Source: an optimization exercise on an open RTL-to-GDS flow (aim: small area). Production flows keep margins and buffers that such runs may drop.
Function was checked by simulation only, so behaviour that the tests miss may differ from the original.
Power is estimated from default activity; no workload was simulated.

**flow/flow/run.sh**
```bash
#!/bin/bash
# The standard layout, with the port buffers made from the smallest
# buffer cell and a clock tree without dummy balancing loads.
set -euo pipefail
export BUFFER_PORTS_ARGS="-buffer_cell sky130_fd_sc_hd__buf_1"
export CTS_ARGS="-sink_clustering_enable -repair_clock_nets -dont_use_dummy_load -buf_list sky130_fd_sc_hd__clkbuf_4 -sink_clustering_size 12 -sink_clustering_max_diameter 40"
bash standard.sh > standard.log 2>&1
```
**flow/standard.sh**
```bash
#!/bin/bash
# synth_recipe.tcl (not shown) runs the flow's synth.tcl, then flattens the netlist and writes it again
# the make line also repeats each setting of config.mk as NAME=value (left out here)
make -C /OpenROAD-flow-scripts/flow DESIGN_CONFIG=/design/flow/config.mk WORK_HOME=/design/flow/orfs CLKGATE_MAP_FILE= SYNTH_SCRIPT=/design/flow/synth_recipe.tcl "${@:-finish}"
```
**flow/config.mk**
```make
export PLATFORM = sky130hd
export DESIGN_NAME = usb_ep0_ctrl
export DESIGN_NICKNAME = usb_ep0_ctrl
export VERILOG_FILES = /design/flow/design.v
export SDC_FILE = /design/flow/constraint.sdc
export NUM_CORES = 4
export LEC_CHECK = 0
export CAP_MARGIN = 0
export CORE_MARGIN = 2
export CORE_UTILIZATION = 75
export PLACE_DENSITY = 0.85
export SLEW_MARGIN = 0
```
**flow/constraint.sdc**
```tcl
create_clock -name core_clock -period 10.0 [get_ports {clk}]
set_input_delay 2.0000 -clock core_clock [delete_from_list [all_inputs] [get_ports {clk}]]
set_output_delay 2.0000 -clock core_clock [all_outputs]
set_load 0.01 [all_outputs]
```
**flow/design.v**
```verilog
`timescale 1ns/100ps
`default_nettype none
package usb_ctrl_pkg;
	typedef logic [7:0] req_byte_t;
	typedef struct packed {
		req_byte_t   bm_request_type;
		req_byte_t   b_request;
		logic [15:0] w_value;
		logic [15:0] w_index;
		logic [15:0] w_length;
	} setup_pkt_t;
	typedef enum logic [1:0] {kind_standard, kind_class, kind_other} req_kind_t;
	typedef enum logic [2:0] {
		reply_none,
		reply_descr,
		reply_config,
		reply_status,
		reply_probe
	} reply_src_t;
	typedef struct packed {
		logic        start;
		reply_src_t  src;
		req_byte_t   descr_type;
		req_byte_t   descr_index;
		logic [15:0] w_length;
	} reply_req_t;
	typedef struct packed {
		req_byte_t config_value;
		logic      u1_enable;
		logic      u2_enable;
		logic      ltm_enable;
		logic      remote_wakeup;
	} dev_state_t;
	typedef struct packed {
		logic        strobe;
		logic [15:0] num;
		logic [15:0] alt;
	} intf_sel_t;
	localparam req_byte_t req_get_status        = 8'h00;
	localparam req_byte_t req_set_feature       = 8'h03;
	localparam req_byte_t req_get_descriptor    = 8'h06;
	localparam req_byte_t req_get_configuration = 8'h08;
	localparam req_byte_t req_set_configuration = 8'h09;
	localparam req_byte_t req_set_interface     = 8'h0B;
	localparam req_byte_t req_set_cur      = 8'h01;
	localparam req_byte_t req_get_cur      = 8'h81;
	localparam req_byte_t vs_probe_control = 8'h01;
	localparam req_byte_t recipient_device = 8'h00;
	localparam logic [15:0] feat_remote_wakeup = 16'd0;
	localparam logic [15:0] feat_u1_enable     = 16'd48;
	localparam logic [15:0] feat_u2_enable     = 16'd49;
	localparam logic [15:0] feat_ltm_enable    = 16'd50;
	localparam req_byte_t descr_device = 8'd1;
	localparam req_byte_t descr_config = 8'd2;
	localparam req_byte_t descr_string = 8'd3;
	localparam req_byte_t descr_bos    = 8'd15;
endpackage
`default_nettype wire
`timescale 1ns/100ps
`default_nettype none
package ep0_buf_pkg;
	typedef logic [31:0] buf_word_t;
	typedef logic [10:0] pkt_len_t;
	typedef logic [15:0] xfer_len_t;
	typedef logic [3:0]  word_idx_t;
	typedef struct packed {
		buf_word_t data;
		logic      wren;
		logic      commit;
		pkt_len_t  commit_len;
	} in_buf_t;
	typedef struct packed {
		buf_word_t data;
		pkt_len_t  len;
		logic      has_data;
	} out_buf_t;
endpackage
`default_nettype wire
`timescale 1ns/100ps
`default_nettype none
module descr_rom (
	input  wire [5:0]  sel,
	output wire [31:0] data
);
	assign data[31] = (sel[5] && sel[2] && sel[0]) || (!sel[5] && !sel[3] && sel[1] && !sel[0]) || (!sel[5] && !sel[3] && !sel[1] && sel[0]);
	assign data[30] = (!sel[3] && !sel[1] && sel[0]) || (sel[4] && sel[0]) || (sel[5] && sel[2] && sel[0]);
	assign data[29] = (!sel[3] && sel[1] && !sel[0]) || (sel[4] && sel[1]) || (sel[5] && sel[2] && sel[0]) || (!sel[5] && !sel[3] && !sel[1] && sel[0]);
	assign data[28] = (!sel[3] && sel[1] && !sel[0]) || (sel[4] && sel[0]) || (sel[4] && sel[1]) || (sel[5] && sel[2] && sel[0]) || (!sel[5] && !sel[4] && !sel[3] && !sel[2] && !sel[0]);
	assign data[27] = (sel[5] && sel[2]) || (!sel[5] && sel[3] && !sel[2] && !sel[1] && !sel[0]) || (sel[5] && sel[1] && sel[0]) || (sel[5] && !sel[3] && !sel[1] && !sel[0]) || (!sel[5] && !sel[3] && !sel[1] && sel[0]);
	assign data[26] = (sel[5] && sel[2]) || (sel[4] && sel[0]) || (sel[4] && !sel[3]) || (sel[5] && sel[3] && !sel[1] && !sel[0]) || (!sel[5] && !sel[3] && sel[1] && !sel[0]) || (!sel[5] && !sel[3] && !sel[1] && sel[0]);
	assign data[25] = (sel[4] && sel[3]) || (sel[5] && sel[3] && sel[0]) || (!sel[5] && !sel[4] && !sel[3] && !sel[2] && !sel[1]) || (sel[5] && sel[2]) || (sel[5] && !sel[3] && !sel[1] && !sel[0]);
	assign data[24] = (!sel[5] && !sel[4] && !sel[1] && sel[0]) || (!sel[4] && sel[3] && !sel[2] && !sel[1] && !sel[0]) || (sel[4] && sel[1]) || (sel[2] && sel[0]) || (sel[5] && !sel[3] && sel[0]);
	assign data[23] = 1'b0;
	assign data[22] = 1'b0;
	assign data[21] = 1'b0;
	assign data[20] = (sel[5] && sel[1] && sel[0]);
	assign data[19] = (sel[5] && sel[3] && !sel[2] && !sel[1] && !sel[0]) || (!sel[5] && !sel[4] && sel[3] && !sel[2] && sel[1] && !sel[0]);
	assign data[18] = (sel[5] && sel[3] && !sel[2] && !sel[1]) || (sel[5] && sel[2] && sel[0]) || (!sel[5] && !sel[3] && sel[1] && !sel[0]);
	assign data[17] = (sel[3] && !sel[2] && !sel[1] && !sel[0]) || (sel[5] && sel[3] && !sel[1] && sel[0]) || (sel[4] && !sel[3]) || (sel[5] && !sel[2] && !sel[1] && !sel[0]) || (!sel[5] && !sel[3] && !sel[1] && sel[0]);
	assign data[16] = (!sel[3] && !sel[1] && !sel[0]) || (sel[5] && sel[3] && !sel[2] && !sel[1]) || (sel[5] && sel[2] && sel[0]) || (!sel[3] && sel[1] && sel[0]) || (sel[4] && !sel[1] && !sel[0]) || (!sel[4] && sel[3] && !sel[2] && !sel[1] && sel[0]) || (!sel[5] && !sel[4] && sel[3] && !sel[2] && sel[1] && !sel[0]);
	assign data[15] = (!sel[5] && !sel[3] && sel[1] && !sel[0]);
	assign data[14] = (sel[5] && !sel[3] && !sel[1]) || (sel[4] && sel[3] && !sel[1]) || (!sel[5] && !sel[3] && sel[1] && !sel[0]);
	assign data[13] = (!sel[5] && !sel[4] && !sel[3] && !sel[2] && !sel[0]);
	assign data[12] = (sel[3] && !sel[2] && !sel[1] && !sel[0]) || (sel[5] && sel[3] && !sel[2] && !sel[1]) || (!sel[5] && !sel[3] && sel[1] && !sel[0]);
	assign data[11] = (sel[4] && !sel[3]) || (sel[5] && !sel[3] && sel[0]) || (!sel[5] && sel[3] && sel[1] && sel[0]) || (!sel[5] && !sel[4] && sel[3] && !sel[2] && !sel[1] && !sel[0]);
	assign data[10] = (!sel[5] && !sel[4] && sel[3] && !sel[2] && sel[1]) || (sel[5] && !sel[3] && sel[0]) || (sel[4] && sel[3] && !sel[1] && !sel[0]) || (!sel[5] && sel[3] && sel[2] && !sel[1] && !sel[0]) || (sel[5] && sel[3] && !sel[2] && !sel[1] && !sel[0]);
	assign data[9] = (sel[3] && sel[1] && sel[0]) || (sel[5] && !sel[2] && !sel[1] && !sel[0]) || (sel[4] && sel[0]) || (!sel[5] && sel[3] && sel[2] && !sel[1] && !sel[0]);
	assign data[8] = (sel[4] && !sel[1]) || (!sel[3] && sel[0]) || (!sel[5] && sel[3] && sel[2] && !sel[1]) || (sel[5] && !sel[3] && !sel[1]) || (sel[5] && sel[2] && !sel[0]) || (sel[5] && sel[1] && sel[0]) || (!sel[5] && !sel[3] && sel[1]) || (!sel[5] && sel[3] && !sel[1] && !sel[0]);
	assign data[7] = (!sel[5] && !sel[4] && sel[3] && !sel[2] && !sel[1] && sel[0]);
	assign data[6] = (!sel[5] && !sel[4] && sel[3] && !sel[2] && !sel[1] && sel[0]);
	assign data[5] = (!sel[5] && sel[3] && sel[2] && !sel[1] && !sel[0]);
	assign data[4] = 1'b0;
	assign data[3] = (sel[5] && sel[2] && !sel[0]) || (!sel[5] && !sel[3] && !sel[1] && sel[0]);
	assign data[2] = (sel[4] && !sel[3]) || (!sel[5] && sel[3] && sel[2] && !sel[1] && !sel[0]);
	assign data[1] = (!sel[3] && sel[1] && sel[0]) || (sel[5] && sel[2] && !sel[0]) || (sel[5] && sel[3] && !sel[2] && !sel[1] && sel[0]) || (!sel[5] && !sel[4] && !sel[3] && !sel[2] && !sel[1] && !sel[0]);
	assign data[0] = (!sel[5] && !sel[4] && !sel[3] && !sel[2] && !sel[1]) || (!sel[5] && sel[3] && sel[1] && sel[0]);
endmodule
`default_nettype wire
`timescale 1ns/100ps
`default_nettype none
module usb_ep0_ctrl (
	input  wire        clk,
	input  wire        rst_n,
	input  wire        request_active,
	input  wire [7:0]  setup_bm_request_type,
	input  wire [7:0]  setup_b_request,
	input  wire [15:0] setup_w_value,
	input  wire [15:0] setup_w_index,
	input  wire [15:0] setup_w_length,
	input  wire        in_ready,
	output wire [31:0] in_data,
	output wire        in_wren,
	output wire        in_commit,
	output wire [10:0] in_commit_len,
	input  wire [31:0] out_data,
	input  wire [10:0] out_len,
	input  wire        out_has_data,
	output wire        out_rden,
	output wire        out_ack,
	output logic [7:0] current_config_value,
	output logic       intf_strobe,
	output logic [15:0] intf_num,
	output logic [15:0] intf_alt
);
	localparam logic [1:0] src_descr = 2'd0;
	localparam logic [1:0] src_config = 2'd1;
	localparam logic [1:0] src_status = 2'd2;
	localparam logic [1:0] src_probe = 2'd3;
	wire is_std = setup_bm_request_type[6:5] == 2'b00;
	wire is_class = setup_bm_request_type[6:5] == 2'b01;
	wire probe_ctl = setup_w_value[15:8] == 8'h01;
	wire [7:0] breq = setup_b_request;
	logic       u1_enable, u2_enable, ltm_enable, remote_wakeup;
	logic       probe_arm;
	logic       has_src;
	logic [1:0] src_c;
	logic [5:0] nat_len;
	logic [2:0] base_c;
	always_comb begin
		has_src = 1'b0;
		src_c = src_descr;
		nat_len = '0;
		base_c = '0;
		if (is_std && breq == 8'h06) begin
			has_src = 1'b1;
			src_c = src_descr;
			case (setup_w_value[15:8])
				8'd1: begin base_c = 3'd0; nat_len = 6'(16'd18); end
				8'd2: begin base_c = 3'd1; nat_len = 6'(16'd25); end
				8'd3: begin
					case (setup_w_value[7:0])
						8'd0: begin base_c = 3'd2; nat_len = 6'(16'd4); end
						8'd1: begin base_c = 3'd3; nat_len = 6'(16'd10); end
						8'd2: begin base_c = 3'd4; nat_len = 6'(16'd10); end
						default: ;
					endcase
				end
				8'd15: begin base_c = 3'd5; nat_len = 6'(16'd22); end
				default: ;
			endcase
		end else if (is_std && breq == 8'h08) begin
			has_src = 1'b1;
			src_c = src_config;
			nat_len = 6'd1;
		end else if (is_std && breq == 8'h00) begin
			has_src = 1'b1;
			src_c = src_status;
			nat_len = 6'd2;
		end else if (is_class && probe_ctl && breq == 8'h81) begin
			has_src = 1'b1;
			src_c = src_probe;
			nat_len = 6'(16'd34);
		end
	end
	wire [5:0] clamp_c = (setup_w_length < 16'(nat_len)) ? setup_w_length[5:0] : nat_len;
	wire       go_c = request_active && has_src && clamp_c != '0;
	always_ff @(posedge clk or negedge rst_n) begin
		if (!rst_n) begin
			current_config_value <= '0;
			u1_enable <= 1'b0;
			u2_enable <= 1'b0;
			ltm_enable <= 1'b0;
			remote_wakeup <= 1'b0;
			intf_strobe <= 1'b0;
			intf_num <= '0;
			intf_alt <= '0;
			probe_arm <= 1'b0;
		end else begin
			intf_strobe <= 1'b0;
			probe_arm <= 1'b0;
			if (request_active) begin
				if (is_std && breq == 8'h09)
					current_config_value <= setup_w_value[7:0];
				if (is_std && breq == 8'h0B) begin
					intf_strobe <= 1'b1;
					intf_num <= setup_w_index;
					intf_alt <= setup_w_value;
				end
				if (is_std && breq == 8'h03 && setup_w_index[7:0] == 8'h00) begin
					case (setup_w_value)
						16'd48: u1_enable <= 1'b1;
						16'd49: u2_enable <= 1'b1;
						16'd50: ltm_enable <= 1'b1;
						16'd0: remote_wakeup <= setup_w_index[9];
						default: ;
					endcase
				end
				probe_arm <= is_class && probe_ctl && breq == 8'h01;
			end
		end
	end
	typedef enum logic [1:0] {st_idle, st_fetch, st_write, st_commit} state_t;
	state_t     state;
	logic       pend;       
	logic [1:0] src_q;
	logic [2:0] base_q;
	logic [5:0] remain;     
	logic [3:0] ptr;        
	wire wr_fire = state == st_write && in_ready;
	wire pkt_last = ptr[1:0] == 2'd3 || {2'b00, ptr[1:0], 2'b00} + 6'd4 >= remain;
	wire reply_done = remain <= 6'd16;
	wire idle_nxt = (state == st_idle && !pend) || (state == st_commit && reply_done);
	wire accept = go_c && idle_nxt;
	always_ff @(posedge clk or negedge rst_n) begin
		if (!rst_n) begin
			state <= st_idle;
			pend <= 1'b0;
		end else begin
			pend <= accept;
			case (state)
				st_idle: if (pend) state <= st_fetch;
				st_fetch: state <= st_write;
				st_write: if (wr_fire && pkt_last) state <= st_commit;
				st_commit: state <= reply_done ? st_idle : st_fetch;
				default: state <= st_idle;
			endcase
		end
	end
	always_ff @(posedge clk) begin
		if (accept) begin
			src_q <= src_c;
			base_q <= base_c;
			remain <= clamp_c;
		end else if (state == st_commit) begin
			remain[5:4] <= remain[5:4] - 2'd1;
		end
		if (pend)
			ptr <= '0;
		else if (wr_fire)
			ptr <= ptr + 4'd1;
	end
	logic [31:0] rom_data;
	logic [31:0] probe_word;
	descr_rom u_rom (
		.sel ({base_q, ptr[2:0]}),
		.data (rom_data)
	);
	wire sel_descr = src_q == src_descr;
	wire sel_probe = src_q == src_probe;
	always_comb begin
		in_data_c = sel_descr ? rom_data : '0;
		in_data_c = in_data_c | probe_word;
		if (src_q == src_config)
			in_data_c[31:24] = in_data_c[31:24] | current_config_value;
		if (src_q == src_status)
			in_data_c[31:24] = in_data_c[31:24] | {3'b000, ltm_enable, u2_enable, u1_enable,
				remote_wakeup, 1'b1};
	end
	logic [31:0] in_data_c;
	assign in_data = in_data_c;
	assign in_wren = wr_fire;
	assign in_commit = state == st_commit;
	assign in_commit_len = {6'd0, (remain > 6'd16) ? 5'd16 : remain[4:0]};
	logic       busy;
	logic [8:0] cnt;
	logic       p;
	logic       word_valid;
	logic [3:0] word_idx;
	wire len_wrap = out_len[10:2] == 9'h1FF && out_len[1:0] != 2'b00;
	assign out_rden = busy && (cnt != '0 || p);
	assign out_ack = busy && cnt == '0 && !p;
	always_ff @(posedge clk or negedge rst_n) begin
		if (!rst_n)
			busy <= 1'b0;
		else if (!busy)
			busy <= out_has_data;
		else if (!out_rden)
			busy <= 1'b0;
	end
	always_ff @(posedge clk) begin
		word_valid <= out_rden;
		if (!busy) begin
			cnt <= len_wrap ? 9'd0 : out_len[10:2];
			p <= out_len[1:0] != 2'b00 && !len_wrap;
		end else if (out_rden) begin
			if (p)
				p <= 1'b0;
			else
				cnt <= cnt - 9'd1;
		end
		if (!busy)
			word_idx <= '0;
		else if (word_valid)
			word_idx <= word_idx + 4'd1;
	end
	logic       armed;
	logic       commit_q, commit_q2;
	logic       cur_valid;
	logic [9:0][31:0] sr;
	logic [8:0][31:0] cur;
	logic [8:0][31:0] rst_blk;
	assign rst_blk = {32'h0000_0000, 32'h7307_0000, 32'h0000_4059,
		32'h9900_D049, 32'h0000_00C6, 32'h0000_0000,
		32'h0000_0000, 32'h2A2C_0A00, 32'h0000_0101};
	always_ff @(posedge clk)
		sr <= {sr[8:0], out_data};
	always_ff @(posedge clk or negedge rst_n) begin
		if (!rst_n) begin
			armed <= 1'b0;
			commit_q <= 1'b0;
			commit_q2 <= 1'b0;
			cur_valid <= 1'b0;
		end else begin
			commit_q <= 1'b0;
			commit_q2 <= commit_q;
			if (probe_arm) begin
				armed <= 1'b1;
			end else if (armed && word_valid && word_idx == 4'd8) begin
				armed <= 1'b0;
				commit_q <= 1'b1;
			end
			if (commit_q2)
				cur_valid <= 1'b1;
		end
	end
	always_ff @(posedge clk)
		if (commit_q2)
			cur <= {sr[1], sr[2], sr[3], sr[4], sr[5], sr[6], sr[7], sr[8], sr[9]};
	always_comb begin
		probe_word = '0;
		for (int k = 0; k < 9; k++)
			if (sel_probe && cur_valid && (k == 8 ? ptr[3] : (!ptr[3] && ptr[2:0] == 3'(k))))
				probe_word = probe_word | cur[k];
		if (sel_probe && !cur_valid)
			probe_word = ptr[3] ? rst_blk[8] : rst_blk[ptr[2:0]];
	end
endmodule
`default_nettype wire
```
==> summary.txt, run 1 <==
- The number of cell rows is 62.
- The global-route usage over all layers is just under 30%.
- From synthesis to final layout, the design area changed by 7.19%.
- The first global-routing pass estimated approximately 68000 um of wire.
- The post-synthesis share of cell area spent on xor and xnor gates is 0.521%.
- The CTS root buffer is sky130_fd_sc_hd__clkbuf_4.
- The total of warnings raised by yosys is 1.
- The number of global-route vias before repair is 12600.
- The CTS tree is done.
- The hold path startpoint is sr[90].
- Synthesis inferred between 600 and 700 register bits.
- The worst setup path is launched from a flop.
- The met1 usage is between 30% and 40%.
- The buffer count from post-CTS setup fixing is 0.
- The starting density of the core is between 70% and 80%.
- The vias after detailed routing is approximately 13000.
- The maximum number of pins on one net before global-route repair is 201.
- The clock period minus worst slack is ~6.7 ns.
- The area share of the largest cell type after synthesis is between 40% and 50%.
- The CTS clock-pin slew for the worst setup and hold paths is between 0.1 and 0.15 ns.
- After synthesis, the largest family of logic cells by area is compound AO/OA/AOI/OAI gates.
- In the global route stage, met3 resource usage came out at 5.31%.
- The residual DRC count is 0.
- The number of detailed-route iterations in the first pass is 17.
- In this run the deepest clock path goes through 3 buffers.
- The flow ran to the end and the layout has no timing, DRC or antenna violations.
- Summing the areas of all fa, ha and maj instances in the mapped netlist gives under 10% of the synthesized area.
- The final-report hold violation count is 0.
- The critical path contains buffers and inverters numbering 3 combined.
- Grouping stages by cell kind, the critical path spends the most delay in buffers and inverters.
- In the final routed layout, each cell accounts on average for about 21 um.
- The die is 175 um tall.
- The critical path's slowest cell is sky130_fd_sc_hd__dfxtp_1.
- The critical path goes through clkinv_1, ha_1, and3_1, buf_4, a221o_1, a221oi_1, nand3_1, buf_1.
- The synthesized netlist devotes under 10% of its cell area to simple gates.
- The library cells used most frequently in the layout, excluding fill and tap cells, are sky130_fd_sc_hd__dfxtp_1, sky130_fd_sc_hd__edfxtp_1, sky130_fd_sc_hd__buf_1, sky130_fd_sc_hd__nand2_1, sky130_fd_sc_hd__clkbuf_4.
- The startpoint identified for the worst register-to-register timing path is ptr[0].
- The floorplan step defined a die boundary enclosing approximately 0.031 mm2.
- Data arrives at the worst endpoint at 4.75 ns.
- The count of pins over their slew limit is 0.
- The number of primary I/O pins is 200.
- The delay of the slowest critical-path stage is about 1.1 ns.
- The tightest min-delay check is of the reg -> reg type.
- Along the worst path, the maximum fanout reaches 34.
- The per-cell via count in the routed design is between 6 and 7.
- The first element of the critical path is ptr[0].
- The count of nets after finishing is between 1500 and 2000.
- The routability congestion estimate from global placement is slightly above 0.9.
- At the worst endpoint, the required time is 8.00 ns.
- The share of the clock period used by the worst path after layout is between 60% and 70%.
- The placeable core region is between 0.02 and 0.03 mm2.
- In the final timing run, aggregate negative setup slack is 0 ns.
- CTS built an H-tree with a depth of 3.
- The placed wire-length estimate after detailed placement is 28100 um.
- The power density over cell area is 208 mW/mm2.
- The peak supply drop is between 0.0001 and 0.00015 V.
- The number of enable-type register cells in the synthesized netlist is 309.
- The number of buffers inserted during clock tree synthesis is between 70 and 80.
- The global routing stage identified its most utilized layer as met2.
- The leakage power figure is between 0.008 and 0.009 uW.
- After synthesis, the share of flip-flops with an asynchronous set or reset is 7.80%.
- Sorting the synthesized cells by area gives the leading types as sky130_fd_sc_hd__edfxtp_1, sky130_fd_sc_hd__dfxtp_1, sky130_fd_sc_hd__dfrtp_1, sky130_fd_sc_hd__nand2_1, sky130_fd_sc_hd__a222oi_1.
- The post-route netlist has ~7.3% of its cells at a drive strength greater than 1.
- The number of buffers added on ports is 187.
- The remaining number of nets flagged by the antenna check after routing is 0.
- The count of different cell masters after synthesis is 73.
- The initial antenna violation count is 1.
- Derived from the worst setup path, the maximum achievable clock frequency is 0.148 GHz.
- The measured slew at the worst slew-check pin is approximately 1.3 ns.
- The met2 usage in global routing is 46.9%.
- After synthesis, the mean cell area works out to around 15 um2.
- The most common cell after layout, fill and taps aside is sky130_fd_sc_hd__dfxtp_1.
- Setup repair after global routing left no endpoint under its margin.
- The critical path is of the reg -> out type.
- Counting every sink on the clock net gives 692.
- Summing the areas of all compound-gate instances in the mapped netlist gives roughly 8.5% of the synthesized area.
- The combined area of all synthesized cells is roughly 0.022 mm2.
- The number of cells produced by synthesis is between 1000 and 1500.
- The worst clock skew is between 0.08 and 0.09 ns.
- The final setup violation count is 0.
- For this block, the routed nets add up to 44100 um of wire.
- The kind of end point of the critical path is an output pin.
- The residual overflow from global routing is 0.
- The worst hold-check slack is approximately 0.27 ns.
- The multiplexer fraction of the synthesized cell area is less than 1%.
- The number of hold buffers added after CTS was 0.
- Headroom to the max-slew limit came out at between 10 and 15%.
- The library cell with the largest summed area after synthesis is sky130_fd_sc_hd__edfxtp_1.
- The width of the die is between 150 and 200 um.
- The DRC marker count from the first detailed-route iteration is approximately 1800.
- The tool flagged a number of max-cap violations equal to 0.
- The prevailing post-synth register cell is sky130_fd_sc_hd__dfxtp_1.
- Clock latency on the worst-skew pair, taken at its later pin, is roughly 0.7 ns.
- The quantity of gates resized following cts is 0.
- Sequential cells were found to cover between 70% and 80% of the synthesized design area.
[path summary, 6_finish.rpt]
path	to	depth (start not counted)	slack [ns]
setup / recovery	in_data[13]	8	3.25
hold / removal	sr[122]	0	0.27
max in group asynchronous	commit_q2	2	7.95
hold reg to reg	sr[122]	0	0.27
min in group asynchronous	intf_num[15]	2	1.42
setup reg to reg	state[0]	9	5.69
[through the flow]
stage | util, % | setup slack, ns | total power [uW] | cell area [um2] | cells
2_1_floorplan | - | 3.12 | 3580 | 21900 | 1464
3_3_place_gp | 79.7 | 4.21 | 3770 | 22900 | 1980
3_5_place_dp | 79.7 | 4.16 | 3810 | 22900 | 1980
4_1_cts | 81.6 | 3.47 | 4870 | 23400 | 2051
5_1_grt | 81.6 | 3.16 | 5050 | 23400 | 2052
6_report | 81.6 | 3.25 | 4860 | 23400 | 2052
[worst register-to-register path, stage by stage, from the launching register on]
cell and delay [ns]:
sky130_fd_sc_hd__dfxtp_1 1.12, sky130_fd_sc_hd__clkinv_1 0.71, sky130_fd_sc_hd__ha_1 0.64, sky130_fd_sc_hd__ha_1 0.34
sky130_fd_sc_hd__o21a_1 0.11, sky130_fd_sc_hd__o21ai_0 0.07, sky130_fd_sc_hd__a2111oi_0 0.62, sky130_fd_sc_hd__nor2_1 0.15
sky130_fd_sc_hd__a2111oi_0 0.40, sky130_fd_sc_hd__a21oi_1 0.08
[registers in the layout, indices dropped and copies added (netlist names), 2 cells and up]
register and flops:
word_idx 4, remain 6, cur 288, cnt 9, intf_num 16, base_q 3, state 2, intf_alt 16
src_q 2, current_config_value 8, ptr 4, sr 320
[where the power goes]
part           switching (uW)  total (uW)  internal (uW)
registers                 123        3210           3080
clock network             770        1100            329
logic                     346         559            213
[synthesized netlist by cell type, types with 17 or more instances]
library cell / n
sky130_fd_sc_hd__inv_1: 28
sky130_fd_sc_hd__nand2_1: 168
sky130_fd_sc_hd__clkbuf_1: 48
sky130_fd_sc_hd__o21ai_0: 46
sky130_fd_sc_hd__nor2_1: 56
sky130_fd_sc_hd__dfrtp_1: 54
sky130_fd_sc_hd__dfxtp_1: 329
sky130_fd_sc_hd__nor3_1: 18
sky130_fd_sc_hd__and3_1: 17
sky130_fd_sc_hd__a21oi_1: 31
sky130_fd_sc_hd__a22oi_1: 30
sky130_fd_sc_hd__edfxtp_1: 309
sky130_fd_sc_hd__ha_1: 24
sky130_fd_sc_hd__a222oi_1: 44
sky130_fd_sc_hd__a221oi_1: 30
sky130_fd_sc_hd__nand4_1: 20
sky130_fd_sc_hd__nand3_1: 38
[routing by layer]
metal | up-vias | share of wire [%]
met4 | 0 | 4.0
li1 | 5806 | -
met2 | 736 | 48
met5 | - | 0
met1 | 6234 | 38
met3 | 138 | 9.7
[cell type report]
cell class / count / area [um2]
sequential: 692 / 17200
fill: 1573 / 5290
multi-input combinational: 677 / 4280
timing repair buffer: 197 / 791
clock buffer: 71 / 533
tap: 384 / 480
inverter: 30 / 113
antenna: 1 / 2.50
[cells by family (layout without fill, tap and decap cells)]
kind of cell	count (synthesis)	after routing
adders and majority gates	24	24
AOI/OAI and AO/OA	245	245
muxes	12	12
xor gates and xnor gates	13	13
and+or+nand+nor	377	377
DFF	692	692
buffers and inverters	95	298
other	1	7
==> inputs of run 2 (changes only) <==
==> flow/flow/run.sh (replaced) <==
#!/bin/bash
# The standard layout, with the port buffers made from the smallest
# buffer cell and a clock tree without dummy balancing loads.
set -euo pipefail
export BUFFER_PORTS_ARGS="-buffer_cell sky130_fd_sc_hd__buf_1"
export CTS_ARGS="-sink_clustering_enable -repair_clock_nets -dont_use_dummy_load -buf_list sky130_fd_sc_hd__clkbuf_4 -sink_clustering_size 10 -sink_clustering_max_diameter 30"
bash standard.sh > standard.log 2>&1
--- a/flow/config.mk
+++ b/flow/config.mk
@@ -9,4 +9,4 @@
 export CORE_MARGIN = 2
-export CORE_UTILIZATION = 75
-export PLACE_DENSITY = 0.85
+export CORE_UTILIZATION = 65
+export PLACE_DENSITY = 0.75
 export SLEW_MARGIN = 0
==> run 2 against run 1 <==
Against the previous run: largest cell class unchanged; area after synthesis unchanged; fmax grew 8.1%; sequential power is essentially flat; highest routed layer unchanged; worst setup slack improved by 0.50 ns; still clean; clock power increased by 16%.
==> summary.txt, run 2 <==
- The run finished with no timing, DRC or antenna violations.
- The post-synthesis sequential element count came to 692 (unchanged).
- The worst clock skew is 0.0761 ns (-0.0131 ns).
- The die footprint is 0.0351 mm2 (+15%).
- The starting density of the core is 65.6% (-10 points).
- The combined area of all synthesized cells is 0.0218 mm2 (unchanged).
- The required arrival time at the worst endpoint was 8.00 ns (about the same).
- The max-slew headroom at the worst pin is 15.9% (+3.6 points).
- The measured slew at the worst slew-check pin is 1.25 ns (-0.0538 ns).
- The number of clock sinks is 692 (unchanged).
- The largest registers in the layout are sr (320), cur (288).
- The mean instance size in the synthesized netlist is 15.0 um2 (unchanged).
- The residual overflow from global routing is 0 (unchanged).
- The clock period minus worst slack is 6.24 ns (-0.503 ns).
- The clock insertion delay at the later pin of the skew report came to 0.79 ns (+0.09 ns).
- The most common cell in the synthesized netlist is sky130_fd_sc_hd__dfxtp_1.
- The post-layout total power is 5040 uW (+3.5%).
- The final-report hold violation count is 0 (unchanged).
- The leakage power figure was 0.00889 uW (+2.1%).
- The setup TNS after final layout is 0 ns (unchanged).
- The number of buffers inserted during clock tree synthesis is 104 (+46%).
- The width of the die is 187 um (+7.2%).
- The ratio of cells with drive above 1 in the final layout is 9.14% (+1.9 points).
- The power density over cell area came to 212 mW/mm2 (+2.0%).
- The slowest stage of the critical path is the sky130_fd_sc_hd__and3_1 cell.
- The number of global-route vias before repair is 12400 (-1.4%).
- The critical register-to-register path endpoint is state[0].
- The global-route wire length before repair is 66600 um (-1.4%).
- The CTS clock-pin slew for the worst setup and hold paths is 0.10 ns (about the same).
- The share of the clock period used by the worst path after layout is 62.4% (-5.0 points).
- The maximum number of pins on one net before global-route repair is 82 (-59%).
- The final setup violation count is 0 (unchanged).
- The die span in y is 187 um (+7.2%).
- Sorting the synthesized cells by area gives the leading types as sky130_fd_sc_hd__edfxtp_1, sky130_fd_sc_hd__dfxtp_1, sky130_fd_sc_hd__dfrtp_1, sky130_fd_sc_hd__nand2_1, sky130_fd_sc_hd__a222oi_1.
- The level count of the clock H-tree is 3 (unchanged).
- The global-route usage over all layers came to 24.8% (-4.2 points).
- The share of flip-flops with an asynchronous set or reset after synthesis was 7.80% (unchanged).
- The remaining number of nets flagged by the antenna check after routing is 0 (unchanged).
- The combined buffer and inverter count along the critical path is 2 (-1).
- The number of buffers added on ports was 187 (unchanged).
- The most numerous cell type found on the critical path is sky130_fd_sc_hd__and3_1.
- The routability congestion estimate from global placement is 0.858 (-8.2%).
- The number of fill cells is 2208 (+40%).
- The prevailing post-synth register cell is sky130_fd_sc_hd__dfxtp_1.
- The count of pins over their slew limit is 0 (unchanged).
- The DRC marker count from the first detailed-route iteration is 1426 (-23%).
- The sort of element at the start of the critical path is a flop.
- The residual DRC count is 0 (unchanged).
- The peak supply drop was 0.000133 V (-9.7%).
- The average wire per standard cell is 20.0 um (-7.1%).
- The library cell with the largest summed area after synthesis is sky130_fd_sc_hd__edfxtp_1.
- TritonCTS built the clock tree.
- The buffer count from post-CTS setup fixing is 0 (unchanged).
- The startpoint-to-endpoint class of the critical path is reg -> out.
- Traced cell by cell, the critical path runs through nand3_1, nor2_1, and3_1, buf_4, a221oi_1, and3_1, o21ai_0, buf_1.
- In this run the worst setup path terminates at in_data[10].
- The register ranked first by flip-flop count is sr.
- The number of cell rows is 67 (+8.1%).
- The first element of the critical path is src_q[1].
- The largest fanout of any net on the critical path is 18 (-47%).
- The placeable core region is 0.0333 mm2 (+16%).
- The per-cell via count in the routed design is 5.84 (-7.2%).
- The layout-stage area growth over the synthesis result is 8.82%.
- The count of different cell masters after synthesis was 73 (unchanged).
- The vias after detailed routing came to 12600 (-2.5%).
- The number of cells produced by synthesis is 1459 (unchanged).
- The area share of the largest cell type after synthesis is 42.5% (unchanged).
- The flip-flop count of the largest register after layout is 320 (unchanged).
- The data arrival time of the worst path came to 4.24 ns (-0.51 ns).
- The worst reg-to-reg path cell count is 9 (unchanged).
- The count of nets after finishing is 1844 (+2.2%).
- The internal reg-to-reg setup slack is 6.42 ns (+0.73 ns).
- The worst register-to-register path begins at ptr[1].
- The placed wire-length estimate after detailed placement is 26900 um (-4.3%).
- Ranked by instance count, the synthesized netlist is headed by sky130_fd_sc_hd__dfxtp_1, sky130_fd_sc_hd__edfxtp_1, sky130_fd_sc_hd__nand2_1.
- The worst hold path belongs to the class reg -> reg.
- The delay of the slowest critical-path stage was 0.89 ns (-0.23 ns).
- The number of max-cap violations is 0 (unchanged).
- The quantity of gates resized following cts is 0 (unchanged).
- The most common cell after layout, fill and taps aside is sky130_fd_sc_hd__dfxtp_1.
- The initial antenna violation count is 1 (unchanged).
- In this run the most critical hold path is launched from sr[11].
- Setup repair after global routing left no endpoint under its margin.
- The number of enable-type register cells in the synthesized netlist is 309 (unchanged).
- The highest clock rate was 0.160 GHz (+8.1%).
- Broken down by cell family, the worst path's largest delay share belongs to simple AND/OR/NAND/NOR gates.
- The final routed wirelength across all metal layers was 43000 um (-2.4%).
- The worst-case clock buffer depth was 3 (unchanged).
- In the layout the commonest cells are sky130_fd_sc_hd__dfxtp_1, sky130_fd_sc_hd__edfxtp_1, sky130_fd_sc_hd__buf_1, sky130_fd_sc_hd__nand2_1, sky130_fd_sc_hd__clkbuf_4.
- The fraction of the yosys area taken by sequential cells is 78.8% (unchanged).
- The number of primary I/O pins is 200 (unchanged).
- The total of warnings raised by yosys came to 1 (unchanged).
- The number of hold-repair buffers added at the cts stage is 0 (unchanged).
- The number of detailed-route iterations in the first pass was 9 (-8).
- The worst setup path is captured at an output pin.
- The cell depth of the worst setup path is 8 (unchanged).
- The cell sitting at the root of the clock tree is a sky130_fd_sc_hd__clkbuf_4.
-- run 2: per-layer routing --
metal	up-vias	routed length [um]	global-route usage [%]	share of wire (%)
li1	5917	-	-	-
met1	6077	18300	33.9	43
met2	516	20300	39.3	47
met3	80	3270	5.59	7.6
met4	0	1060	9.49	2.5
met5	-	0	0	0
-- run 2: worst register-to-register path, stage by stage, from the launching register on --
cell,delay (ns)
sky130_fd_sc_hd__dfxtp_1,0.91
sky130_fd_sc_hd__inv_1,0.28
sky130_fd_sc_hd__ha_1,0.50
sky130_fd_sc_hd__ha_1,0.34
sky130_fd_sc_hd__o21a_1,0.11
sky130_fd_sc_hd__o21ai_0,0.07
sky130_fd_sc_hd__a2111oi_0,0.57
sky130_fd_sc_hd__nor2_1,0.16
sky130_fd_sc_hd__a2111oi_0,0.41
sky130_fd_sc_hd__a21oi_1,0.07
-- run 2: logic make-up (layout without fill, tap and decap cells) --
logic type,count (synthesis),in the layout,synth area share [%]
DFF,692,692,78.8
and+or+nand+nor,377,377,8.43
AOI/OAI and AO/OA,245,245,8.49
buffers and inverters,95,337,1.75
adders and majority gates,24,24,1.37
xor gates and xnor gates,13,13,0.521
muxes,12,12,0.601
other,1,7,0.0172
-- run 2: layout make-up --
| type | instances | area, um2 | area share (%) |
|---|---|---|---|
| tap | 448 | 561 | 2.36 |
| multi-input combinational | 677 | 4270 | 18.0 |
| sequential | 692 | 17200 | 72.4 |
| timing repair buffer | 203 | 823 | 3.46 |
| clock buffer | 104 | 781 | 3.28 |
| inverter | 30 | 113 | 0.474 |
| antenna | 1 | 2.50 | 0.0105 |
-- run 2: power breakdown --
| part | total [uW] | internal [uW] | switching (uW) |
|---|---|---|---|
| logic | 573 | 215 | 359 |
| clock network | 1280 | 474 | 809 |
| registers | 3180 | 3080 | 97.3 |
-- run 2: per-stage QoR --
| stage | worst slack, ns | hold WS, ns | utilization (%) | instance area (um2) | instances |
|---|---|---|---|---|---|
| after floorplan | 3.12 | 0.310 | - | 21900 | 1464 |
| after global placement | 4.46 | 0.311 | 69.1 | 23000 | 2050 |
| after detailed placement | 4.41 | 0.312 | 69.1 | 23000 | 2050 |
| after CTS | 3.70 | 0.283 | 71.4 | 23800 | 2154 |
| after global routing | 3.57 | 0.295 | 71.4 | 23800 | 2155 |
| final | 3.76 | 0.281 | 71.4 | 23800 | 2155 |
-- run 2: worst min-delay path by stage --
stage,slack [ns],end,cells after the start
5_1_grt,0.30,sr[43],0
3_3_place_gp,0.31,sr[38],0
3_5_place_dp,0.31,sr[43],0
4_1_cts,0.28,sr[43],0
6_report,0.28,sr[43],0
2_1_floorplan,0.31,sr[32],0
==> inputs of run 3 (changes only) <==
==> flow/flow/run.sh (replaced) <==
#!/bin/bash
# The standard layout, with the port buffers made from the smallest
# buffer cell and a clock tree without dummy balancing loads.
set -euo pipefail
export BUFFER_PORTS_ARGS="-buffer_cell sky130_fd_sc_hd__buf_1"
export CTS_ARGS="-sink_clustering_enable -repair_clock_nets -dont_use_dummy_load -buf_list sky130_fd_sc_hd__clkbuf_4 -sink_clustering_size 12 -sink_clustering_max_diameter 35"
bash standard.sh > standard.log 2>&1
--- a/flow/config.mk
+++ b/flow/config.mk
@@ -9,4 +9,4 @@
 export CORE_MARGIN = 2
-export CORE_UTILIZATION = 65
-export PLACE_DENSITY = 0.75
+export CORE_UTILIZATION = 72
+export PLACE_DENSITY = 0.82
 export SLEW_MARGIN = 0
==> run 3 against run 2 <==
Against the previous run: power shrank 2.3%; utilization grew 7.6 points; non-clock buffer count grew 1; routed wire length grew 2.2%; fmax grew 2.0%; worst setup slack gained 0.12 ns; final cell count shrank 3.7%; hold slack gained 0.015 ns; clock power shrank 9%.
==> summary.txt, run 3 <==
- The worst setup path is captured at an output pin.
- The ratio of cells with drive above 1 in the final layout is 8.02% (-1.1 points).
- The die span in y was 178 um (-4.9%).
- The number of primary I/O pins is 200 (unchanged).
- The clock period minus worst slack came to 6.12 ns (-0.122 ns).
- The final non-filler cell total is 2076 (-3.7%).
- The clock insertion delay at the later pin of the skew report is 0.71 ns (-0.08 ns).
- The largest registers in the layout are sr (320), cur (288).
- After synthesis, the cell types taking the most area are sky130_fd_sc_hd__edfxtp_1, sky130_fd_sc_hd__dfxtp_1, sky130_fd_sc_hd__dfrtp_1, sky130_fd_sc_hd__nand2_1, sky130_fd_sc_hd__a222oi_1.
- The fraction of the yosys area taken by sequential cells is 78.8% (unchanged).
- The number of cells produced by synthesis is 1459 (unchanged).
- The multi-input logic area was 0.00428 mm2 (+0.12%).
- The max-slew headroom at the worst pin came to 12.3% (-3.7 points).
- The count of nets after finishing came to 1822 (-1.2%).
- The average wire per standard cell is 21.2 um (+6.1%).
- The number of enable-type register cells in the synthesized netlist is 309 (unchanged).
- The synthesized design spends more area on one cell type than any other, namely sky130_fd_sc_hd__edfxtp_1.
- The per-cell via count in the routed design is 6.10 (+4.3%).
- The setup TNS after final layout came to 0 ns (unchanged).
- The routability congestion estimate from global placement came to 0.937 (+9.2%).
- The number of buffers inserted during clock tree synthesis is 81 (-22%).
- The cell class contributing the biggest share of worst-path delay is buffers and inverters.
- The area share of the largest cell type after synthesis is 42.5% (unchanged).
- The final routed wirelength across all metal layers is 44000 um (+2.2%).
- The die footprint is 0.0317 mm2 (-9.5%).
- The delay of the slowest critical-path stage is 0.55 ns (-0.34 ns).
- The count of pins over their slew limit is 0 (unchanged).
- The mean instance size in the synthesized netlist is 15.0 um2 (unchanged).
- The number of fill cells was 1686 (-24%).
- The cell depth of the worst setup path is 9 (+1).
- The first element of the critical path is ptr[0].
- The signal on the critical path passes through buf_4, clkinv_1, ha_1, and3_1, buf_4, a221o_1, a221oi_1, nand4_1, buf_1.
- The largest fanout of any net on the critical path is 34 (+16).
- The internal reg-to-reg setup slack is 6.40 ns (-0.02 ns).
- In the layout the commonest cells are sky130_fd_sc_hd__dfxtp_1, sky130_fd_sc_hd__edfxtp_1, sky130_fd_sc_hd__buf_1, sky130_fd_sc_hd__nand2_1, sky130_fd_sc_hd__clkbuf_4.
- From synthesis to final layout, the design area changed by 7.77%.
- The critical path is of the reg -> out type.
- The remaining number of nets flagged by the antenna check after routing is 0 (unchanged).
- The final setup violation count came to 0 (unchanged).
- The share of flip-flops with an asynchronous set or reset after synthesis is 7.80% (unchanged).
- The vias after detailed routing is 12700 (+0.51%).
- The flip-flop count of the largest register after layout is 320 (unchanged).
- The count of different cell masters after synthesis is 73 (unchanged).
- The worst reg-to-reg path cell count is 10 (+1).
- The required arrival time at the worst endpoint came to 8.00 ns (about the same).
- The placed wire-length estimate after detailed placement was 28400 um (+5.5%).
- The post-synthesis sequential element count is 692 (unchanged).
- The CTS clock-pin slew for the worst setup and hold paths is 0.10 ns (about the same).
- The number of placed cells counting well taps is 1993 (-2.8%).
- The CTS root buffer is sky130_fd_sc_hd__clkbuf_4.
- The worst hold-check slack came to 0.295 ns (+0.0145 ns).
- The worst hold path belongs to the class reg -> reg.
- The highest clock rate is 0.163 GHz (+2.0%).
- The share of the clock period used by the worst path after layout came to 61.2% (-1.2 points).
- The global-route wire length before repair was 67000 um (+0.54%).
- The worst register-to-register path begins at ptr[0].
- The critical register-to-register path endpoint is state[0].
- The power density over cell area was 209 mW/mm2 (-1.3%).
- Setup repair after global routing left no endpoint under its margin.
- By instance count, the leading cell after synthesis is sky130_fd_sc_hd__dfxtp_1.
- The buffer count from post-CTS setup fixing is 0 (unchanged).
- The number of cell rows is 63 (-6.0%).
- The run finished with no timing, DRC or antenna violations.
- The post-layout total power is 4920 uW (-2.3%).
- The total of warnings raised by yosys is 1 (unchanged).
- The number of buffers added on ports is 187 (unchanged).
- The maximum number of pins on one net before global-route repair is 89 (+8.5%).
- The worst setup path is launched from a flop.
- The number of detailed-route iterations in the first pass was 8 (-1).
- The number of max-cap violations came to 0 (unchanged).
- The width of the die is 178 um (-4.9%).
- The leakage power figure came to 0.00879 uW (-1.1%).
- The starting density of the core was 73.3% (+7.7 points).
- The prevailing post-synth register cell is sky130_fd_sc_hd__dfxtp_1.
- Counting flops per register, the top entry is sr.
- The quantity of gates resized following cts is 0 (unchanged).
- The measured slew at the worst slew-check pin is 1.30 ns (+0.0544 ns).
- The number of hold-repair buffers added at the cts stage was 0 (unchanged).
- The capturing instance or port of the critical path is in_data[8].
- The global-route usage over all layers is 27.9% (+3.2 points).
- Sorting the synthesized cells by how often they occur yields sky130_fd_sc_hd__dfxtp_1, sky130_fd_sc_hd__edfxtp_1, sky130_fd_sc_hd__nand2_1.
- Counting stages on the worst path, the most repeated cell is sky130_fd_sc_hd__buf_4.
- The residual DRC count came to 0 (unchanged).
- The level count of the clock H-tree is 3 (unchanged).
- The combined buffer and inverter count along the critical path is 4 (+2).
- The area taken by flip-flops and latches is 0.0172 mm2 (unchanged).
- The peak supply drop is 0.000145 V (+9.5%).
- The final-report hold violation count was 0 (unchanged).
- The initial antenna violation count is 2 (+1).
- The final core utilization came to 79.0% (+7.6 points).
- The placeable core region came to 0.0298 mm2 (-10%).
- The DRC marker count from the first detailed-route iteration is 1595 (+12%).
- Leaving out fill and tap cells, the most frequent cell in the layout is sky130_fd_sc_hd__dfxtp_1.
- The worst clock skew is 0.139 ns (+0.0628 ns).
- The data arrival time of the worst path was 4.12 ns (-0.12 ns).
- The number of global-route vias before repair is 12700 (+1.9%).
- The largest individual stage delay along the critical path comes from the cell sky130_fd_sc_hd__and3_1.
- The worst-case clock buffer depth is 3 (unchanged).
- The residual overflow from global routing is 0 (unchanged).
- The combined area of all synthesized cells is 0.0218 mm2 (unchanged).
- TritonCTS built the clock tree.
- The number of clock sinks was 692 (unchanged).
==> run 3: cell count changes in the layout (fill, tap and decap cells not counted) <==
cell and change:
sky130_fd_sc_hd__clkbuf_4 -23, sky130_fd_sc_hd__and2_1 +1, sky130_fd_sc_hd__and2_2 -1, sky130_fd_sc_hd__and3_1 -1, sky130_fd_sc_hd__and3_2 +1, sky130_fd_sc_hd__buf_4 +1
sky130_fd_sc_hd__diode_2 +1, sky130_fd_sc_hd__nor3_1 -1, sky130_fd_sc_hd__nor3_2 +1
==> run 3: routing by layer <==
| layer | vias to the layer above | GRT usage (%) | share of wire, % |
|---|---|---|---|
| met5 | - | 0.481 | 0 |
| met4 | 0 | 10.3 | 3.1 |
| met3 | 129 | 6.46 | 8.8 |
| met2 | 596 | 46.5 | 49 |
| met1 | 6089 | 36.3 | 39 |
| li1 | 5840 | - | - |
==> run 3: final cells by class <==
class	count	share of cell area, %
antenna	2	0.0213
sequential	692	73.1
timing repair buffer	204	3.53
clock buffer	81	2.58
inverter	30	0.478
tap	390	2.07
multi-input combinational	677	18.2
==> run 3: cell families after synthesis <==
kind of cell    synth area share [%]
compound gates                  8.49
other cells                   0.0172
flops                           78.8
buf+inv                         1.75
xor+xnor                       0.521
fa+ha+maj                       1.37
mux                            0.601
simple gates                    8.43
==> run 3: per-stage QoR <==
| step | cell area, um2 | setup slack, ns |
|---|---|---|
| after global placement | 22900 | 4.50 |
| final | 23500 | 3.88 |
| after global routing | 23500 | 3.72 |
| after CTS | 23500 | 3.92 |
| after floorplan | 21900 | 3.12 |
| after detailed placement | 22900 | 4.44 |
==> run 3: worst min path at each step <==
| stage | from | end | slack, ns | cells after the start |
|---|---|---|---|---|
| after floorplan | sr[0] | sr[32] | 0.31 | 0 |
| after global placement | sr[31] | sr[63] | 0.31 | 0 |
| after detailed placement | sr[22] | sr[54] | 0.31 | 0 |
| after CTS | sr[190] | sr[222] | 0.30 | 0 |
| after global routing | sr[210] | sr[242] | 0.30 | 0 |
| final | sr[1] | sr[33] | 0.30 | 0 |
==> run 3: power by group <==
part	total [uW]	leakage [uW]	internal (uW)	switching, uW
clock	1160	0.000373	374	782
combinational	599	0.00209	218	381
sequential	3170	0.00633	3080	85.4
==> run 3: worst reg2reg max path, stage by stage (launching register included) <==
cell and delay [ns]:
sky130_fd_sc_hd__dfxtp_1 0.32, sky130_fd_sc_hd__buf_4 0.33, sky130_fd_sc_hd__clkinv_1 0.45, sky130_fd_sc_hd__ha_1 0.59, sky130_fd_sc_hd__ha_1 0.35, sky130_fd_sc_hd__o21a_1 0.11, sky130_fd_sc_hd__o21ai_0 0.06, sky130_fd_sc_hd__a2111oi_0 0.61
sky130_fd_sc_hd__nor2_1 0.15, sky130_fd_sc_hd__a2111oi_0 0.41, sky130_fd_sc_hd__a21oi_1 0.08
==> inputs of run 4 (changes only) <==
==> flow/flow/run.sh (replaced) <==
#!/bin/bash
# The standard layout, with the port buffers made from the smallest
# buffer cell and a clock tree without dummy balancing loads.
set -euo pipefail
export BUFFER_PORTS_ARGS="-buffer_cell sky130_fd_sc_hd__buf_1"
export CTS_ARGS="-sink_clustering_enable -repair_clock_nets -dont_use_dummy_load -buf_list sky130_fd_sc_hd__clkbuf_8 -sink_clustering_size 20 -sink_clustering_max_diameter 45"
bash standard.sh > standard.log 2>&1
==> run 4 against run 3 <==
Against the previous run: first-iteration DRC count rose by 2.1%; synthesized cell count did not move; via count fell by 1.0%; worst setup slack improved by 0.096 ns; critical path type unchanged; still clean.
==> summary.txt, run 4 <==
- The met1 usage is 36.4% (+0.078 points).
- Sorting the synthesized cells by how often they occur yields sky130_fd_sc_hd__dfxtp_1, sky130_fd_sc_hd__edfxtp_1, sky130_fd_sc_hd__nand2_1.
- The area share of the largest cell type after synthesis is 42.5% (unchanged).
- The net switching share of the total power came to 24.8% (-0.61 points).
- The buffer count from post-CTS setup fixing is 0 (unchanged).
- Of all cell types, the one taking the most synthesized area is sky130_fd_sc_hd__edfxtp_1.
- The per-cell via count in the routed design came to 6.14 (+0.71%).
- The flow ran to the end and the layout has no timing, DRC or antenna violations.
- The post-route cell area came to 0.0236 mm2 (+0.14%).
- The setup path with the least slack is of type reg -> out.
- The largest registers in the layout are sr (320), cur (288).
- The number of hold-repair buffers added at the cts stage is 0 (unchanged).
- The final setup violation count is 0 (unchanged).
- Setup repair after global routing left no endpoint under its margin.
- STA classifies the critical path startpoint as a flop.
- The critical path's slowest cell is sky130_fd_sc_hd__and3_1.
- The count of different cell masters after synthesis is 73 (unchanged).
- The peak supply drop is 0.000184 V (+27%).
- The combined area of all synthesized cells is 0.0218 mm2 (unchanged).
- The width of the die came to 178 um (unchanged).
- The net switching power is 1220 uW (-1.9%).
- The met2 usage in global routing came to 46.0% (-0.50 points).
- The post-synthesis sequential element count came to 692 (unchanged).
- The residual DRC count is 0 (unchanged).
- The flip-flop count of the largest register after layout is 320 (unchanged).
- The placed standard-cell area is 0.0229 mm2 (unchanged).
- The source of the worst register-to-register timing path is ptr[0].
- The capturing instance or port of the critical path is in_data[8].
- The largest fanout of any net on the critical path came to 34 (unchanged).
- The DRC marker count from the first detailed-route iteration is 1628 (+2.1%).
- The fraction of the yosys area taken by sequential cells was 78.8% (unchanged).
- The worst hold path begins at sr[183].
- The CTS tree is done.
- The worst-case clock buffer depth is 3 (unchanged).
- The leakage power figure is 0.00876 uW (-0.40%).
- The post-synthesis share of cell area spent on xor and xnor gates came to 0.521% (unchanged).
- The routability congestion estimate from global placement came to 0.937 (unchanged).
- The global-route met3 utilization is 5.09% (-1.4 points).
- The vias after detailed routing is 12500 (-1.0%).
- The critical path goes through buf_4, clkinv_1, ha_1, and3_1, buf_4, a221o_1, a221oi_1, nand4_1, buf_1.
- The final routed wirelength across all metal layers was 43400 um (-1.3%).
- The critical register-to-register path endpoint is state[0].
- The total internal power was 3720 uW (+1.3%).
- The share of flip-flops with an asynchronous set or reset after synthesis was 7.80% (unchanged).
- The share of the clock period used by the worst path after layout is 60.2% (-0.96 points).
- The die footprint came to 0.0317 mm2 (unchanged).
- The die span in y was 178 um (unchanged).
- Among all flip-flop cells after synthesis, the most frequent one is sky130_fd_sc_hd__dfxtp_1.
- In the layout the commonest cells are sky130_fd_sc_hd__dfxtp_1, sky130_fd_sc_hd__edfxtp_1, sky130_fd_sc_hd__buf_1, sky130_fd_sc_hd__nand2_1, sky130_fd_sc_hd__nor2_1.
- The residual overflow from global routing is 0 (unchanged).
- The number of buffers inserted during clock tree synthesis is 47 (-42%).
- The ratio of cells with drive above 1 in the final layout is 6.12% (-1.9 points).
- The number of buffers added on ports is 187 (unchanged).
- By area, the combinational part of the netlist is dominated by compound AO/OA/AOI/OAI gates.
- The combined buffer and inverter count along the critical path is 4 (unchanged).
- The setup TNS after final layout is 0 ns (unchanged).
- The global-route usage over all layers came to 27.4% (-0.57 points).
- The most common cell in the synthesized netlist is sky130_fd_sc_hd__dfxtp_1.
- The required arrival time at the worst endpoint was 8.00 ns (about the same).
- The number of primary I/O pins was 200 (unchanged).
- The multiplexer fraction of the synthesized cell area is 0.601% (unchanged).
- The dominant cell type by count on the critical path is sky130_fd_sc_hd__buf_4.
- STA classifies the critical path endpoint as an output pin.
- The cell class contributing the biggest share of worst-path delay is buffers and inverters.
- The layout-stage area growth over the synthesis result is 7.92%.
- The count of nets after finishing was 1788 (-1.9%).
- The number of max-cap violations is 0 (unchanged).
- The quantity of gates resized following cts is 0 (unchanged).
- The number of detailed-route iterations in the first pass is 6 (-2).
- The clock period minus worst slack came to 6.02 ns (-0.0962 ns).
- The fraction of power consumed by combinational cells came to 12.1% (about the same).
- The final-report hold violation count is 0 (unchanged).
- The clock insertion delay at the later pin of the skew report is 0.62 ns (-0.09 ns).
- The final core utilization came to 79.1% (+0.11 points).
- The maximum number of pins on one net before global-route repair is 89 (unchanged).
- The power density over cell area is 210 mW/mm2 (+0.36%).
- The antenna diode instance count is 0 (-2).
- The global-route wire length before repair is 65800 um (-1.7%).
- The compound-cell area share of the yosys netlist was 8.49% (unchanged).
- The internal reg-to-reg setup slack is 6.43 ns (+0.03 ns).
- The worst reg-to-reg path cell count came to 10 (unchanged).
- The min-delay analysis places its worst path in the category reg -> reg.
- The level count of the clock H-tree is 2 (-1).
- The remaining number of nets flagged by the antenna check after routing is 0 (unchanged).
- The CTS clock-pin slew for the worst setup and hold paths is 0.11 ns (about the same).
- The root buffer cell chosen for the clock tree is sky130_fd_sc_hd__clkbuf_8.
- The clock share of power is 23.9% (+0.4 points).
- The layer flagged by global routing as most heavily used is met2.
- The count of pins over their slew limit was 0 (unchanged).
- The worst clock skew is 0.0783 ns (-0.0606 ns).
- The delay of the slowest critical-path stage is 0.53 ns (-0.02 ns).
- The number of cell rows was 63 (unchanged).
- The number of clock sinks came to 692 (unchanged).
- The max-slew headroom at the worst pin is 13.8% (+1.5 points).
- The register ranked first by flip-flop count is sr.
- The most common cell after layout, fill and taps aside is sky130_fd_sc_hd__dfxtp_1.
- The total of warnings raised by yosys is 1 (unchanged).
- The number of global-route vias before repair is 12300 (-2.6%).
- The data arrival time of the worst path was 4.02 ns (-0.10 ns).
- The first element of the critical path is ptr[0].
- The proportion of power drawn by flip-flops and latches was 64.0% (-0.4 points).
- The mean instance size in the synthesized netlist is 15.0 um2 (unchanged).
- The simple-gate area share of the yosys netlist is 8.43% (unchanged).
- The placed wire-length estimate after detailed placement came to 28400 um (unchanged).
- The post-synthesis adder-cell area fraction came to 1.37% (unchanged).
- The highest clock rate is 0.166 GHz (+1.6%).
- The number of cells produced by synthesis is 1459 (unchanged).
- The initial antenna violation count is 0 (-2).
- The placeable core region is 0.0298 mm2 (unchanged).
- The measured slew at the worst slew-check pin is 1.28 ns (-0.0229 ns).
- The average wire per standard cell is 21.3 um (+0.46%).
- The number of enable-type register cells in the synthesized netlist is 309 (unchanged).
- The cell depth of the worst setup path is 9 (unchanged).
- The starting density of the core is 73.3% (unchanged).
- Yosys attributes the largest share of cell area to sky130_fd_sc_hd__edfxtp_1, sky130_fd_sc_hd__dfxtp_1, sky130_fd_sc_hd__dfrtp_1, sky130_fd_sc_hd__nand2_1, sky130_fd_sc_hd__a222oi_1.
- The number of fill cells came to 1667 (-1.1%).
==> run 4: cell types whose count changed in the layout (fill, tap and decap cells not counted) <==
cell,before,now
sky130_fd_sc_hd__clkbuf_8,0,47
sky130_fd_sc_hd__clkbuf_4,81,0
sky130_fd_sc_hd__diode_2,2,0
==> run 4: cell type report <==
| type | count | area (um2) | area share, % |
|---|---|---|---|
| inverters | 30 | 113 | 0.478 |
| well taps | 390 | 488 | 2.07 |
| flip-flops and latches | 692 | 17200 | 73.0 |
| multi-input cells | 677 | 4280 | 18.1 |
| repair buffers | 204 | 831 | 3.52 |
| clock buffers | 47 | 647 | 2.74 |
==> run 4: how the worst min path moves through the flow <==
stage	to	slack (ns)	cells after the start
5_1_grt	sr[146]	0.32	0
2_1_floorplan	sr[32]	0.31	0
4_1_cts	sr[215]	0.31	0
3_3_place_gp	sr[63]	0.31	0
3_5_place_dp	sr[54]	0.31	0
6_report	sr[215]	0.31	0
==> run 4: layer usage <==
metal | part of all wire, % | up-vias
met3 | 8.4 | 111
li1 | - | 5740
met2 | 49 | 586
met4 | 3.1 | 0
met1 | 40 | 6086
met5 | 0 | -
==> run 4: power by group through the flow <==
| stage | logic [uW] | clock network (uW) | registers (uW) |
|---|---|---|---|
| 2_1_floorplan | 385 | 0 | 3200 |
| 3_3_place_gp | 565 | 0 | 3220 |
| 3_5_place_dp | 584 | 0 | 3230 |
| 4_1_cts | 591 | 1200 | 3160 |
| 5_1_grt | 659 | 1290 | 3180 |
| 6_report | 597 | 1180 | 3170 |
==> run 4: through the flow <==
stage               worst slack [ns]  cells  hold slack (ns)  total power (uW)
CTS                             4.03   2040            0.315              4960
detailed placement              4.44   1993            0.312              3810
global route                    3.77   2040            0.318              5130
global placement                4.50   1993            0.310              3780
floorplan                       3.12   1464            0.310              3580
finish                          3.98   2040            0.306              4950
==> run 4: cells by family (layout without fill, tap and decap cells) <==
| logic type | Yosys count | after routing |
|---|---|---|
| xor gates and xnor gates | 13 | 13 |
| and+or+nand+nor | 377 | 377 |
| adders and majority gates | 24 | 24 |
| AOI/OAI and AO/OA | 245 | 245 |
| muxes | 12 | 12 |
| buffers and inverters | 95 | 281 |
| other | 1 | 6 |
| DFF | 692 | 692 |
==> inputs of run 5 (changes only) <==
==> flow/flow/run.sh (replaced) <==
#!/bin/bash
# The standard layout, with the port buffers made from the smallest
# buffer cell and a clock tree without dummy balancing loads.
set -euo pipefail
export BUFFER_PORTS_ARGS="-buffer_cell sky130_fd_sc_hd__buf_1"
export CTS_ARGS="-sink_clustering_enable -repair_clock_nets -dont_use_dummy_load -buf_list sky130_fd_sc_hd__clkbuf_4 -sink_clustering_size 11 -sink_clustering_max_diameter 32"
bash standard.sh > standard.log 2>&1
--- a/flow/config.mk
+++ b/flow/config.mk
@@ -9,4 +9,4 @@
 export CORE_MARGIN = 2
-export CORE_UTILIZATION = 72
-export PLACE_DENSITY = 0.82
+export CORE_UTILIZATION = 75
+export PLACE_DENSITY = 0.85
 export SLEW_MARGIN = 0
==> run 5 against run 4 <==
Against the previous run: sequential cell count unchanged; global-route usage up 2.0 points; clock power about the same; final cell count up 1.5%; sequential power about the same; clock skew down 0.0025 ns; die area down 3.9%.
==> summary.txt, run 5 <==
- The final-report hold violation count is 0 (unchanged).
- In this run the critical register-to-register path is launched from ptr[0].
- The cell depth of the worst setup path came to 8 (-1).
- The number of primary I/O pins is 200 (unchanged).
- The residual DRC count is 0 (unchanged).
- The largest fanout of any net on the critical path is 34 (unchanged).
- The register ranked first by flip-flop count is sr.
- The peak supply drop is 0.000176 V (-4.7%).
- The library cell used most frequently in the layout, excluding fill and tap cells, is sky130_fd_sc_hd__dfxtp_1.
- The count of different cell masters after synthesis is 73 (unchanged).
- By area the synthesized netlist is led by sky130_fd_sc_hd__edfxtp_1, sky130_fd_sc_hd__dfxtp_1, sky130_fd_sc_hd__dfrtp_1, sky130_fd_sc_hd__nand2_1, sky130_fd_sc_hd__a222oi_1.
- The worst reg-to-reg path cell count came to 9 (-1).
- By count the netlist is led by sky130_fd_sc_hd__dfxtp_1, sky130_fd_sc_hd__edfxtp_1, sky130_fd_sc_hd__nand2_1.
- Leaving out fill and tap cells, the most frequent cells in the layout are sky130_fd_sc_hd__dfxtp_1, sky130_fd_sc_hd__edfxtp_1, sky130_fd_sc_hd__buf_1, sky130_fd_sc_hd__nand2_1, sky130_fd_sc_hd__clkbuf_4.
- The final setup violation count is 0 (unchanged).
- The prevailing post-synth register cell is sky130_fd_sc_hd__dfxtp_1.
- The count of pins over their slew limit is 0 (unchanged).
- The remaining number of nets flagged by the antenna check after routing is 0 (unchanged).
- The data arrival time of the worst path is 4.80 ns (+0.78 ns).
- The final worst setup slack is 3.20 ns (-0.777 ns).
- The post-synthesis sequential element count is 692 (unchanged).
- Setup repair after global routing left no endpoint under its margin.
- The number of cell rows is 62 (-1.6%).
- The setup TNS after final layout is 0 ns (unchanged).
- The worst-case clock buffer depth came to 3 (unchanged).
- The number of global-route vias before repair is 12700 (+3.4%).
- The die footprint was 0.0305 mm2 (-3.9%).
- The startpoint-to-endpoint class of the critical path is reg -> out.
- The biggest area contributor in the post-synthesis netlist is sky130_fd_sc_hd__edfxtp_1.
- The most common cell in the synthesized netlist is sky130_fd_sc_hd__dfxtp_1.
- The placed wire-length estimate after detailed placement was 28100 um (-0.97%).
- The number of enable-type register cells in the synthesized netlist was 309 (unchanged).
- The area growth from synthesis to layout is 7.81%.
- The average wire per standard cell is 21.5 um (+1.0%).
- The global-route wire length before repair was 68300 um (+3.8%).
- The CTS clock-pin slew for the worst setup and hold paths is 0.11 ns (about the same).
- The max-slew headroom at the worst pin came to 13.0% (-0.83 points).
- The leakage power figure is 0.00879 uW (+0.42%).
- On the critical path, the stage with the largest delay is an instance of sky130_fd_sc_hd__dfxtp_1.
- The global-route usage over all layers is 29.4% (+2.0 points).
- Traced cell by cell, the critical path runs through clkinv_1, ha_1, and3_1, buf_4, a221o_1, a221oi_1, nand3_1, buf_1.
- The combined buffer and inverter count along the critical path is 3 (-1).
- The delay of the slowest critical-path stage is 1.09 ns (+0.56 ns).
- The hold path startpoint is sr[90].
- The residual overflow from global routing is 0 (unchanged).
- The final core utilization is 82.1% (+2.9 points).
- The number of buffers inserted during clock tree synthesis is 89 (+89%).
- In the final layout, the registers with the most flip-flops are sr (320), cur (288).
- Grouping stages by cell kind, the critical path spends the most delay in buffers and inverters.
- The area taken by flip-flops and latches is 0.0172 mm2 (unchanged).
- The required arrival time at the worst endpoint is 8.00 ns (about the same).
- The number of cells produced by synthesis is 1459 (unchanged).
- The vias after detailed routing is 12900 (+3.2%).
- The die span in y came to 175 um (-2.0%).
- The count of nets after finishing came to 1823 (+2.0%).
- The share of flip-flops with an asynchronous set or reset after synthesis was 7.80% (unchanged).
- The width of the die is 175 um (-2.0%).
- The clock insertion delay at the later pin of the skew report is 0.75 ns (+0.13 ns).
- The DRC marker count from the first detailed-route iteration is 1734 (+6.5%).
- The quantity of gates resized following cts is 0 (unchanged).
- The number of hold-repair buffers added at the cts stage is 0 (unchanged).
- The CTS root buffer is sky130_fd_sc_hd__clkbuf_4.
- The first element of the critical path is ptr[0].
- The measured slew at the worst slew-check pin was 1.29 ns (+0.0123 ns).
- The maximum number of pins on one net before global-route repair is 201 (+130%).
- The worst slack at placement is 4.16 ns (-0.273 ns).
- The number of buffers added on ports is 187 (unchanged).
- The number of max-cap violations is 0 (unchanged).
- STA classifies the critical path endpoint as an output pin.
- The area share of the largest cell type after synthesis is 42.5% (unchanged).
- The final non-filler cell total is 2070 (+1.5%).
- The initial antenna violation count is 1 (+1).
- The mean instance size in the synthesized netlist is 15.0 um2 (unchanged).
- The starting density of the core is 76.1% (+2.8 points).
- The number of detailed-route iterations in the first pass is 11 (+5).
- The share of the clock period used by the worst path after layout is 68.0% (+7.8 points).
- The clock period minus worst slack is 6.80 ns (+0.777 ns).
- The total of warnings raised by yosys is 1 (unchanged).
- The number of placed cells counting well taps is 1980 (-0.65%).
- The multi-input logic area is 0.00428 mm2 (unchanged).
- The flow ran to the end and the layout has no timing, DRC or antenna violations.
- The number of clock sinks is 692 (unchanged).
- The worst setup path is launched from a flop.
- The routability congestion estimate from global placement came to 0.935 (-0.21%).
- The critical register-to-register path endpoint is state[0].
- The buffer count from post-CTS setup fixing came to 0 (unchanged).
- The combined area of all synthesized cells is 0.0218 mm2 (unchanged).
- The path class of the tightest hold or removal check is reg -> reg.
- The per-cell via count in the routed design is 6.24 (+1.7%).
- The fraction of the yosys area taken by sequential cells is 78.8% (unchanged).
- The flip-flop count of the largest register after layout is 320 (unchanged).
- The capturing instance or port of the critical path is in_data[13].
- The ratio of cells with drive above 1 in the final layout came to 8.25% (+2.1 points).
- The level count of the clock H-tree is 3 (+1).
- The final routed wirelength across all metal layers came to 44500 um (+2.5%).
- The number of fill cells came to 1552 (-6.9%).
- The CTS tree is done.
- The power density over cell area is 211 mW/mm2 (+0.63%).
- The worst clock skew is 0.0758 ns (-0.00248 ns).
- The internal reg-to-reg setup slack is 5.69 ns (-0.74 ns).
- The highest clock rate is 0.147 GHz (-11%).
- The placeable core region is 0.0287 mm2 (-3.7%).
## run 5: cell counts after synthesis
No cell type changed its count.
## run 5: cell families after synthesis
logic type               synth area share (%)
flip-flops                               78.8
AO/OA/AOI/OAI                            8.49
buffers and inverters                    1.75
XOR/XNOR                                0.521
multiplexers                            0.601
other                                  0.0172
adder cells (fa/ha/maj)                  1.37
AND/OR/NAND/NOR                          8.43
## run 5: cell type report
cell class / instances / share of cell area, %
Tap cell: 384 / 2.04
Clock buffer: 89 / 2.84
Multi-Input combinational cell: 677 / 18.2
Sequential cell: 692 / 73.1
Antenna cell: 1 / 0.0106
Inverter: 30 / 0.478
Timing Repair Buffer: 197 / 3.36
## run 5: how the worst min path moves through the flow
stage | to | slack, ns | cells after the start
after detailed placement | sr[54] | 0.31 | 0
after global placement | sr[37] | 0.31 | 0
after global routing | sr[122] | 0.29 | 0
after CTS | sr[122] | 0.28 | 0
final | sr[122] | 0.28 | 0
after floorplan | sr[32] | 0.31 | 0
## run 5: metrics by stage
| stage | total power, uW | hold WS (ns) | area (um2) |
|---|---|---|---|
| 2_1_floorplan | 3580 | 0.310 | 21900 |
| 5_1_grt | 5170 | 0.287 | 23600 |
| 6_report | 4970 | 0.276 | 23600 |
| 3_3_place_gp | 3770 | 0.310 | 22900 |
| 3_5_place_dp | 3810 | 0.313 | 22900 |
| 4_1_cts | 4980 | 0.282 | 23500 |
## run 5: report_power, final
| group | total (uW) | switching (uW) | internal (uW) | leakage [uW] |
|---|---|---|---|---|
| Sequential | 3200 | 122 | 3080 | 0.00633 |
| Clock | 1210 | 802 | 409 | 0.000409 |
| Combinational | 557 | 344 | 213 | 0.00205 |
| Total | 4970 | 1270 | 3700 | 0.00879 |
## run 5: metal layers
layer | part of all wire (%) | global-route usage [%] | wire (um)
met5 | 0 | 0 | 0
met4 | 3.5 | 13.1 | 1550
met3 | 8.9 | 6.35 | 3960
met2 | 48 | 47.4 | 21500
met1 | 39 | 39.2 | 17500

Re-timed with assumed drivers on the ports (clkbuf_16 on the clock, buf_2 on other inputs), run 5 has 3.148 ns of setup slack against 3.199 ns with ideal ports, and 3.915 ns once port delays also move by the mid clock arrival of 0.767 ns.
